From an optimization exercise on the open Yosys and OpenROAD flow, aimed at small area and a short achievable clock period; shortcuts taken in it are not production practice.
At most, simulation tests tie the RTL to the original design; equivalence was not proved.

==> run a: inputs <==
==> flow/design.v <==
`timescale 1ns/1ps
package axil_pkg;
    localparam int addr_width = 16;
    localparam int data_width = 32;
    localparam int strb_width = 4;
    typedef enum logic [1:0] {
        resp_okay   = 2'b00,
        resp_slverr = 2'b10
    } resp_t;
    typedef enum logic [1:0] {
        wr_idle,
        wr_data,
        wr_resp
    } wr_state_t;
    typedef enum logic {
        rd_idle,
        rd_resp
    } rd_state_t;
endpackage
`timescale 1ns/1ps
package ranker_pkg;
    localparam logic [15:0] addr_control = 16'h0000;
    localparam logic [15:0] addr_status  = 16'h0004;
    localparam logic [15:0] addr_config  = 16'h0008;
    localparam logic [15:0] addr_hash_lo = 16'h0020;
    localparam logic [15:0] addr_hash_hi = 16'h0024;
    localparam logic [15:0] addr_seg_lo  = 16'h0028;
    localparam logic [15:0] addr_seg_hi  = 16'h002C;
    localparam logic [15:0] addr_pos_lo  = 16'h0030;
    localparam logic [15:0] addr_pos_hi  = 16'h0034;
    localparam logic [15:0] addr_score   = 16'h0038;
    localparam logic [15:0] addr_result  = 16'h003C;
    localparam int ctrl_valid_bit  = 1;
    localparam int status_done_bit = 1;
    localparam int status_rank_lo  = 16;
    typedef logic [63:0] key_t;
    typedef logic [31:0] score_t;
    typedef logic [15:0] rank_t;
endpackage
`timescale 1ns/1ps
`timescale 1ns/1ps
`timescale 1ns/1ps
`timescale 1ns/1ps
module ranker_top (
    input  logic                  clk,
    input  logic                  reset,
    input  logic [axil_pkg::addr_width-1:0] awaddr,
    input  logic                  awvalid,
    output logic                  awready,
    input  logic [axil_pkg::data_width-1:0] wdata,
    input  logic [axil_pkg::strb_width-1:0] wstrb,
    input  logic                  wvalid,
    output logic                  wready,
    output axil_pkg::resp_t                 bresp,
    output logic                  bvalid,
    input  logic                  bready,
    input  logic [axil_pkg::addr_width-1:0] araddr,
    input  logic                  arvalid,
    output logic                  arready,
    output logic [axil_pkg::data_width-1:0] rdata,
    output axil_pkg::resp_t                 rresp,
    output logic                  rvalid,
    input  logic                  rready,
    output logic                  irq_out
);
    localparam logic [3:0] w_control = 4'h0;
    localparam logic [3:0] w_status  = 4'h1;
    localparam logic [3:0] w_config  = 4'h2;
    localparam logic [3:0] w_hash_lo = 4'h8;
    localparam logic [3:0] w_hash_hi = 4'h9;
    localparam logic [3:0] w_seg_lo  = 4'hA;
    localparam logic [3:0] w_seg_hi  = 4'hB;
    localparam logic [3:0] w_pos_lo  = 4'hC;
    localparam logic [3:0] w_pos_hi  = 4'hD;
    localparam logic [3:0] w_score   = 4'hE;
    localparam logic [3:0] w_result  = 4'hF;
    function automatic logic writable(input logic [15:0] a);
        writable = (a[15:6] == 10'd0) && (a[1:0] == 2'd0) &&
                   (a[5:2] == w_control || a[5:2] == w_config ||
                    (a[5:2] >= w_hash_lo && a[5:2] != w_result));
    endfunction
    function automatic logic readable(input logic [15:0] a);
        readable = (a[15:6] == 10'd0) && (a[1:0] == 2'd0) &&
                   (a[5:2] <= w_config || a[5:2] >= w_hash_lo);
    endfunction
    logic       st_idle, st_data, st_resp;
    logic [3:0] aw_word;
    logic       aw_ok, aw_err;
    logic       wr_en;
    assign awready = st_idle;
    assign wready  = st_data;
    assign bvalid  = st_resp;
    assign bresp   = axil_pkg::resp_t'({aw_err, 1'b0});
    assign wr_en   = st_data && wvalid && aw_ok;
    always_ff @(posedge clk or posedge reset) begin
        if (reset) begin
            st_idle <= 1'b1;
            st_data <= 1'b0;
            st_resp <= 1'b0;
        end else begin
            if (st_idle && awvalid) st_idle <= 1'b0;
            else if (st_resp && bready) st_idle <= 1'b1;
            if (st_idle && awvalid) st_data <= 1'b1;
            else if (st_data && wvalid) st_data <= 1'b0;
            if (st_data && wvalid) st_resp <= 1'b1;
            else if (st_resp && bready) st_resp <= 1'b0;
        end
    end
    always_ff @(posedge clk) begin
        if (st_idle) begin
            aw_word <= awaddr[5:2];
            aw_ok   <= writable(awaddr);
            aw_err  <= !writable(awaddr);
        end
    end
    logic        live_q;
    logic [31:0] control_q, config_q, hash_lo_q, hash_hi_q, seg_lo_q, seg_hi_q;
    logic [31:0] pos_lo_q, pos_hi_q, score_q, result_q;
    logic        done_q;
    logic [6:0]  rank_q;
    logic [31:0] wr_data;
    always_ff @(posedge clk or posedge reset) begin
        if (reset) live_q <= 1'b0;
        else       live_q <= 1'b1;
    end
    assign wr_data = live_q ? wdata : 32'd0;
    function automatic logic lane_en(input logic live, input logic wr, input logic [3:0] word,
                                     input logic [3:0] target, input logic strb);
        lane_en = !live || (wr && word == target && strb);
    endfunction
    always_ff @(posedge clk) begin
        for (int i = 0; i < 4; i++) begin
            if (lane_en(live_q, wr_en, aw_word, w_control, wstrb[i])) control_q[i*8 +: 8] <= wr_data[i*8 +: 8];
            if (lane_en(live_q, wr_en, aw_word, w_config,  wstrb[i])) config_q[i*8 +: 8]  <= wr_data[i*8 +: 8];
            if (lane_en(live_q, wr_en, aw_word, w_hash_lo, wstrb[i])) hash_lo_q[i*8 +: 8] <= wr_data[i*8 +: 8];
            if (lane_en(live_q, wr_en, aw_word, w_hash_hi, wstrb[i])) hash_hi_q[i*8 +: 8] <= wr_data[i*8 +: 8];
            if (lane_en(live_q, wr_en, aw_word, w_seg_lo,  wstrb[i])) seg_lo_q[i*8 +: 8]  <= wr_data[i*8 +: 8];
            if (lane_en(live_q, wr_en, aw_word, w_seg_hi,  wstrb[i])) seg_hi_q[i*8 +: 8]  <= wr_data[i*8 +: 8];
            if (lane_en(live_q, wr_en, aw_word, w_pos_lo,  wstrb[i])) pos_lo_q[i*8 +: 8]  <= wr_data[i*8 +: 8];
            if (lane_en(live_q, wr_en, aw_word, w_pos_hi,  wstrb[i])) pos_hi_q[i*8 +: 8]  <= wr_data[i*8 +: 8];
            if (lane_en(live_q, wr_en, aw_word, w_score,   wstrb[i])) score_q[i*8 +: 8]   <= wr_data[i*8 +: 8];
        end
    end
    logic [63:0] same;
    logic [3:0]  part_q [8];
    logic [5:0]  half_q [2];
    logic [6:0]  cnt;
    logic [31:0] diff1_q, diff2_q;
    logic        run1_q, run2_q;
    assign same = ~({hash_hi_q, hash_lo_q} ^ {seg_hi_q, seg_lo_q});
    assign cnt  = 7'(half_q[0]) + 7'(half_q[1]);
    always_ff @(posedge clk) begin
        for (int i = 0; i < 8; i++) begin
            part_q[i] <= 4'($countones(same[i*8 +: 8]));
        end
        for (int i = 0; i < 2; i++) begin
            half_q[i] <= (6'(part_q[4*i]) + 6'(part_q[4*i+1])) + (6'(part_q[4*i+2]) + 6'(part_q[4*i+3]));
        end
        diff1_q <= score_q - {16'd0, pos_lo_q[15:0]};
        diff2_q <= diff1_q;
    end
    always_ff @(posedge clk or posedge reset) begin
        if (reset) begin
            run1_q <= 1'b0;
            run2_q <= 1'b0;
        end else begin
            run1_q <= control_q[ranker_pkg::ctrl_valid_bit] && live_q;
            run2_q <= run1_q;
        end
    end
    assign irq_out = run2_q;
    always_ff @(posedge clk or posedge reset) begin
        if (reset)       done_q <= 1'b0;
        else if (run2_q) done_q <= 1'b1;
    end
    always_ff @(posedge clk) begin
        if (run2_q) begin
            result_q <= diff2_q + {17'd0, cnt, 8'd0};
            rank_q   <= cnt;
        end
    end
    logic        rd_idle, rd_busy;
    logic [31:0] rd_word;
    logic        rd_ok;
    logic        rd_err;
    assign arready = rd_idle;
    assign rvalid  = rd_busy;
    assign rresp   = axil_pkg::resp_t'({rd_err, 1'b0});
    always_ff @(posedge clk or posedge reset) begin
        if (reset) begin
            rd_idle <= 1'b1;
            rd_busy <= 1'b0;
        end else begin
            if (arvalid && rd_idle) begin
                rd_idle <= 1'b0;
                rd_busy <= 1'b1;
            end else if (rd_busy && rready) begin
                rd_idle <= 1'b1;
                rd_busy <= 1'b0;
            end
        end
    end
    assign rd_ok = readable(araddr);
    always_comb begin
        case (araddr[5:2])
            w_control: rd_word = control_q;
            w_status:  rd_word = {9'd0, done_q ? rank_q : 7'd0, 14'd0, done_q, 1'b0};
            w_config:  rd_word = config_q;
            w_hash_lo: rd_word = hash_lo_q;
            w_hash_hi: rd_word = hash_hi_q;
            w_seg_lo:  rd_word = seg_lo_q;
            w_seg_hi:  rd_word = seg_hi_q;
            w_pos_lo:  rd_word = pos_lo_q;
            w_pos_hi:  rd_word = pos_hi_q;
            w_score:   rd_word = score_q;
            w_result:  rd_word = done_q ? result_q : 32'd0;
            default:   rd_word = '0;
        endcase
        if (!rd_ok || !live_q) rd_word = '0;
    end
    always_ff @(posedge clk) begin
        if (rd_idle) begin
            rdata  <= rd_word;
            rd_err <= !rd_ok;
        end
    end
endmodule
==> flow/run.sh <==
#!/bin/bash
# synth_recipe.tcl (not shown) runs the flow's synth.tcl, then flattens the netlist and writes it again
# the make line also repeats each setting of config.mk as NAME=value (left out here)
make -C /OpenROAD-flow-scripts/flow DESIGN_CONFIG=/design/flow/config.mk WORK_HOME=/design/flow/orfs CLKGATE_MAP_FILE= SYNTH_SCRIPT=/design/flow/synth_recipe.tcl finish
==> flow/config.mk <==
export PLATFORM = sky130hd
export DESIGN_NAME = ranker_top
export DESIGN_NICKNAME = ranker_top
export VERILOG_FILES = /design/flow/design.v
export SDC_FILE = /design/flow/constraint.sdc
export NUM_CORES = 4
export LEC_CHECK = 0
export CAP_MARGIN = 20
export CORE_MARGIN = 2
export CORE_UTILIZATION = 40
export SETUP_SLACK_MARGIN = 4.5
export SLEW_MARGIN = 20
==> flow/constraint.sdc <==
create_clock -name core_clock -period 7.5 [get_ports {clk}]
set_input_delay 1.5000 -clock core_clock [delete_from_list [all_inputs] [get_ports {clk}]]
set_output_delay 1.5000 -clock core_clock [all_outputs]
set_load 0.01 [all_outputs]
==> run b (differences from run a) <==
--- a/flow/design.v
+++ b/flow/design.v
@@ -83,34 +83,30 @@
         readable = (a[15:6] == 10'd0) && (a[1:0] == 2'd0) &&
                    (a[5:2] <= w_config || a[5:2] >= w_hash_lo);
     endfunction
-    logic       st_idle, st_data, st_resp;
+    logic       st_data, st_resp;
     logic [3:0] aw_word;
-    logic       aw_ok, aw_err;
+    logic       aw_ok;
     logic       wr_en;
-    assign awready = st_idle;
+    assign awready = ~(st_data | st_resp);
     assign wready  = st_data;
     assign bvalid  = st_resp;
-    assign bresp   = axil_pkg::resp_t'({aw_err, 1'b0});
+    assign bresp   = axil_pkg::resp_t'({~aw_ok, 1'b0});
     assign wr_en   = st_data && wvalid && aw_ok;
     always_ff @(posedge clk or posedge reset) begin
         if (reset) begin
-            st_idle <= 1'b1;
             st_data <= 1'b0;
             st_resp <= 1'b0;
         end else begin
-            if (st_idle && awvalid) st_idle <= 1'b0;
-            else if (st_resp && bready) st_idle <= 1'b1;
-            if (st_idle && awvalid) st_data <= 1'b1;
+            if (awready && awvalid) st_data <= 1'b1;
             else if (st_data && wvalid) st_data <= 1'b0;
             if (st_data && wvalid) st_resp <= 1'b1;
             else if (st_resp && bready) st_resp <= 1'b0;
         end
     end
     always_ff @(posedge clk) begin
-        if (st_idle) begin
+        if (awready) begin
             aw_word <= awaddr[5:2];
             aw_ok   <= writable(awaddr);
-            aw_err  <= !writable(awaddr);
         end
     end
     logic        live_q;
@@ -179,25 +175,19 @@
             rank_q   <= cnt;
         end
     end
-    logic        rd_idle, rd_busy;
+    logic        rd_busy;
     logic [31:0] rd_word;
     logic        rd_ok;
     logic        rd_err;
-    assign arready = rd_idle;
+    assign arready = ~rd_busy;
     assign rvalid  = rd_busy;
     assign rresp   = axil_pkg::resp_t'({rd_err, 1'b0});
     always_ff @(posedge clk or posedge reset) begin
         if (reset) begin
-            rd_idle <= 1'b1;
             rd_busy <= 1'b0;
         end else begin
-            if (arvalid && rd_idle) begin
-                rd_idle <= 1'b0;
-                rd_busy <= 1'b1;
-            end else if (rd_busy && rready) begin
-                rd_idle <= 1'b1;
-                rd_busy <= 1'b0;
-            end
+            if (arvalid && !rd_busy) rd_busy <= 1'b1;
+            else if (rd_busy && rready) rd_busy <= 1'b0;
         end
     end
     assign rd_ok = readable(araddr);
@@ -219,7 +209,7 @@
         if (!rd_ok || !live_q) rd_word = '0;
     end
     always_ff @(posedge clk) begin
-        if (rd_idle) begin
+        if (!rd_busy) begin
             rdata  <= rd_word;
             rd_err <= !rd_ok;
         end
Settings changed: SETUP_SLACK_MARGIN 4.5 to 4.0.
==> run c (differences from run a) <==
==> flow/design.v (replaced) <==
`timescale 1ns/1ps
package axil_pkg;
    localparam int addr_width = 16;
    localparam int data_width = 32;
    localparam int strb_width = 4;
    typedef enum logic [1:0] {
        resp_okay   = 2'b00,
        resp_slverr = 2'b10
    } resp_t;
    typedef enum logic [1:0] {
        wr_idle,
        wr_data,
        wr_resp
    } wr_state_t;
    typedef enum logic {
        rd_idle,
        rd_resp
    } rd_state_t;
endpackage
`timescale 1ns/1ps
package ranker_pkg;
    localparam logic [15:0] addr_control = 16'h0000;
    localparam logic [15:0] addr_status  = 16'h0004;
    localparam logic [15:0] addr_config  = 16'h0008;
    localparam logic [15:0] addr_hash_lo = 16'h0020;
    localparam logic [15:0] addr_hash_hi = 16'h0024;
    localparam logic [15:0] addr_seg_lo  = 16'h0028;
    localparam logic [15:0] addr_seg_hi  = 16'h002C;
    localparam logic [15:0] addr_pos_lo  = 16'h0030;
    localparam logic [15:0] addr_pos_hi  = 16'h0034;
    localparam logic [15:0] addr_score   = 16'h0038;
    localparam logic [15:0] addr_result  = 16'h003C;
    localparam int ctrl_valid_bit  = 1;
    localparam int status_done_bit = 1;
    localparam int status_rank_lo  = 16;
    typedef logic [63:0] key_t;
    typedef logic [31:0] score_t;
    typedef logic [15:0] rank_t;
endpackage
`timescale 1ns/1ps
`timescale 1ns/1ps
`timescale 1ns/1ps
`timescale 1ns/1ps
module ranker_top (
    input  logic                  clk,
    input  logic                  reset,
    input  logic [axil_pkg::addr_width-1:0] awaddr,
    input  logic                  awvalid,
    output logic                  awready,
    input  logic [axil_pkg::data_width-1:0] wdata,
    input  logic [axil_pkg::strb_width-1:0] wstrb,
    input  logic                  wvalid,
    output logic                  wready,
    output axil_pkg::resp_t                 bresp,
    output logic                  bvalid,
    input  logic                  bready,
    input  logic [axil_pkg::addr_width-1:0] araddr,
    input  logic                  arvalid,
    output logic                  arready,
    output logic [axil_pkg::data_width-1:0] rdata,
    output axil_pkg::resp_t                 rresp,
    output logic                  rvalid,
    input  logic                  rready,
    output logic                  irq_out
);
    localparam logic [3:0] w_control = 4'h0;
    localparam logic [3:0] w_status  = 4'h1;
    localparam logic [3:0] w_config  = 4'h2;
    localparam logic [3:0] w_hash_lo = 4'h8;
    localparam logic [3:0] w_hash_hi = 4'h9;
    localparam logic [3:0] w_seg_lo  = 4'hA;
    localparam logic [3:0] w_seg_hi  = 4'hB;
    localparam logic [3:0] w_pos_lo  = 4'hC;
    localparam logic [3:0] w_pos_hi  = 4'hD;
    localparam logic [3:0] w_score   = 4'hE;
    localparam logic [3:0] w_result  = 4'hF;
    function automatic logic writable(input logic [15:0] a);
        writable = (a[15:6] == 10'd0) && (a[1:0] == 2'd0) &&
                   (a[5:2] == w_control || a[5:2] == w_config ||
                    (a[5:2] >= w_hash_lo && a[5:2] != w_result));
    endfunction
    function automatic logic readable(input logic [15:0] a);
        readable = (a[15:6] == 10'd0) && (a[1:0] == 2'd0) &&
                   (a[5:2] <= w_config || a[5:2] >= w_hash_lo);
    endfunction
    logic       st_data, st_resp;
    logic [3:0] aw_word;
    logic       aw_ok;
    logic       wr_en;
    assign awready = ~(st_data | st_resp);
    assign wready  = st_data;
    assign bvalid  = st_resp;
    assign bresp   = axil_pkg::resp_t'({~aw_ok, 1'b0});
    assign wr_en   = st_data && wvalid && aw_ok;
    always_ff @(posedge clk or posedge reset) begin
        if (reset) begin
            st_data <= 1'b0;
            st_resp <= 1'b0;
        end else begin
            if (awready && awvalid) st_data <= 1'b1;
            else if (st_data && wvalid) st_data <= 1'b0;
            if (st_data && wvalid) st_resp <= 1'b1;
            else if (st_resp && bready) st_resp <= 1'b0;
        end
    end
    always_ff @(posedge clk) begin
        if (awready) begin
            aw_word <= awaddr[5:2];
            aw_ok   <= writable(awaddr);
        end
    end
    logic [31:0] control_q, config_q, hash_lo_q, hash_hi_q, seg_lo_q, seg_hi_q;
    logic [31:0] pos_lo_q, pos_hi_q, score_q, result_q;
    logic        done_q;
    logic [6:0]  rank_q;
    function automatic logic [31:0] merge(input logic [31:0] old_value, input logic [31:0] new_value,
                                          input logic [3:0] strb);
        for (int i = 0; i < 4; i++) begin
            merge[i*8 +: 8] = strb[i] ? new_value[i*8 +: 8] : old_value[i*8 +: 8];
        end
    endfunction
    always_ff @(posedge clk or posedge reset) begin
        if (reset) begin
            control_q <= '0;
            config_q  <= '0;
            hash_lo_q <= '0;
            hash_hi_q <= '0;
            seg_lo_q  <= '0;
            seg_hi_q  <= '0;
            pos_lo_q  <= '0;
            pos_hi_q  <= '0;
            score_q   <= '0;
        end else if (wr_en) begin
            case (aw_word)
                w_control: control_q <= merge(control_q, wdata, wstrb);
                w_config:  config_q  <= merge(config_q, wdata, wstrb);
                w_hash_lo: hash_lo_q <= merge(hash_lo_q, wdata, wstrb);
                w_hash_hi: hash_hi_q <= merge(hash_hi_q, wdata, wstrb);
                w_seg_lo:  seg_lo_q  <= merge(seg_lo_q, wdata, wstrb);
                w_seg_hi:  seg_hi_q  <= merge(seg_hi_q, wdata, wstrb);
                w_pos_lo:  pos_lo_q  <= merge(pos_lo_q, wdata, wstrb);
                w_pos_hi:  pos_hi_q  <= merge(pos_hi_q, wdata, wstrb);
                w_score:   score_q   <= merge(score_q, wdata, wstrb);
                default: ;
            endcase
        end
    end
    logic [63:0] same;
    logic [3:0]  part_q [8];
    logic [6:0]  cnt_q;
    logic [31:0] diff1_q, diff2_q;
    logic        run1_q, run2_q;
    logic [6:0]  cnt_sum;
    assign same = ~({hash_hi_q, hash_lo_q} ^ {seg_hi_q, seg_lo_q});
    always_comb begin
        cnt_sum = '0;
        for (int i = 0; i < 8; i++) cnt_sum = cnt_sum + 7'(part_q[i]);
    end
    always_ff @(posedge clk) begin
        for (int i = 0; i < 8; i++) begin
            part_q[i] <= 4'($countones(same[i*8 +: 8]));
        end
        diff1_q <= score_q - {16'd0, pos_lo_q[15:0]};
        cnt_q   <= cnt_sum;
        diff2_q <= diff1_q;
    end
    always_ff @(posedge clk or posedge reset) begin
        if (reset) begin
            run1_q <= 1'b0;
            run2_q <= 1'b0;
        end else begin
            run1_q <= control_q[ranker_pkg::ctrl_valid_bit];
            run2_q <= run1_q;
        end
    end
    assign irq_out = run2_q;
    always_ff @(posedge clk or posedge reset) begin
        if (reset) begin
            result_q <= '0;
            done_q   <= 1'b0;
            rank_q   <= '0;
        end else if (run2_q) begin
            result_q <= diff2_q + {17'd0, cnt_q, 8'd0};
            done_q   <= 1'b1;
            rank_q   <= cnt_q;
        end
    end
    logic        rd_busy;
    logic [31:0] rd_word;
    logic        rd_ok;
    logic        rd_err;
    assign arready = ~rd_busy;
    assign rvalid  = rd_busy;
    assign rresp   = axil_pkg::resp_t'({rd_err, 1'b0});
    always_ff @(posedge clk or posedge reset) begin
        if (reset) begin
            rd_busy <= 1'b0;
        end else begin
            if (arvalid && !rd_busy) rd_busy <= 1'b1;
            else if (rd_busy && rready) rd_busy <= 1'b0;
        end
    end
    assign rd_ok = readable(araddr);
    always_comb begin
        case (araddr[5:2])
            w_control: rd_word = control_q;
            w_status:  rd_word = {9'd0, rank_q, 14'd0, done_q, 1'b0};
            w_config:  rd_word = config_q;
            w_hash_lo: rd_word = hash_lo_q;
            w_hash_hi: rd_word = hash_hi_q;
            w_seg_lo:  rd_word = seg_lo_q;
            w_seg_hi:  rd_word = seg_hi_q;
            w_pos_lo:  rd_word = pos_lo_q;
            w_pos_hi:  rd_word = pos_hi_q;
            w_score:   rd_word = score_q;
            w_result:  rd_word = result_q;
            default:   rd_word = '0;
        endcase
        if (!rd_ok) rd_word = '0;
    end
    always_ff @(posedge clk) begin
        if (!rd_busy) begin
            rdata  <= rd_word;
            rd_err <= !rd_ok;
        end
    end
endmodule
Settings changed: SETUP_SLACK_MARGIN 4.5 to unset.
==> run d (differences from run a) <==
==> flow/flow/run.sh (new file) <==
#!/bin/bash
# The standard layout, with plain buffers on the ports instead of the delay
# buffers buffer_ports picks by default. Every port still gets its buffer.
set -euo pipefail
export BUFFER_PORTS_ARGS="-buffer_cell sky130_fd_sc_hd__buf_2"
bash standard.sh > standard.log 2>&1
==> flow/standard.sh (new file) <==
#!/bin/bash
# synth_recipe.tcl (not shown) runs the flow's synth.tcl, then flattens the netlist and writes it again
# the make line also repeats each setting of config.mk as NAME=value (left out here)
make -C /OpenROAD-flow-scripts/flow DESIGN_CONFIG=/design/flow/config.mk WORK_HOME=/design/flow/orfs CLKGATE_MAP_FILE= SYNTH_SCRIPT=/design/flow/synth_recipe.tcl "${@:-finish}"
removed: flow/run.sh
==> notes.md <==
Non-clock buffer count: run a > run d > run b > run c. In run c the final area is higher than in run a, by 0.87%. The lowest worst setup slack belongs to run c, the highest to run a. Register-to-register slack: run d is lower than run a (40 ps).
==> figures <==
Class of the most critical setup path: run a flop to flop; run d flop to flop; run c input pin to flop; run b input pin to flop
Critical path endpoint: run a part_q[1][1]$_DFF_P_; run d part_q[6][1]$_DFF_P_; run c rdata[30]$_SDFFCE_PN0N_; run b rdata[17]$_SDFFCE_PP0N_
Top-area cell type share of the netlist area: run a 54.15%; run d 54.15%; run c 37.93%; run b 54.55%
Effective utilization at floorplan: run a 40.46%; run d 40.46%; run c 40.66%; run b 40.30%
Worst hold start: run a diff1_q[4]$_DFF_P_; run d diff1_q[19]$_DFF_P_; run c diff1_q[27]$_DFF_P_; run b diff1_q[3]$_DFF_P_
Clock Skew: run a 14.84 ps; run d 27.13 ps; run c 12.38 ps; run b 28.87 ps
Non-clock buffer contribution to total cell area: run a 7.333%; run d 4.344%; run c 5.057%; run b 6.074%
Outcome: run a complete, no violations; run d complete, no violations; run c complete, no violations; run b complete, no violations
Crit path arrival time: run a 3600 ps; run d 3640 ps; run c 4270 ps; run b 3860 ps
Sequential fraction of the synthesis area: run a 65.92%; run d 65.92%; run c 52.51%; run b 66.18%
Function not checked in run a, run b and run d: the RTL went through the layout flow alone.

[port drivers added, routing unchanged]
How much do the figures lean on ideal ports? The routed layouts below were timed once more, with nothing changed but the port constraints.
Step 1 assumes that a clkbuf_16 drives the clock port and a buf_2 every other input.
Step 2 times the ports against the registers' clock, not the clock port: input delays grow and output delays shrink by t, the midpoint of the rising clock arrivals with the driver on.
a / b / c = ideal / step 1 / step 2; a / b = the first two.
| run | t (ns) | setup WS [ns] | hold WS [ns] | cell pins on the clock port's net |
|---|---|---|---|---|
| run a | 0.647 | 4.382 / 4.382 / 3.824 | 0.324 / 0.324 / 0.324 | 1 |
| run b | 0.650 | 4.055 / 4.039 / 3.433 | 0.321 / 0.321 / 0.321 | 1 |
| run c | 0.645 | 3.595 / 3.621 / 2.976 | 0.323 / 0.323 / 0.323 | 1 |
| run d | 0.633 | 4.341 / 4.341 / 4.008 | 0.316 / 0.316 / 0.316 | 1 |
After both steps every run listed still meets setup and hold. For run b, which loses most, drivers alone change the setup slack by -0.016 ns; drivers and shift together by -0.622 ns.
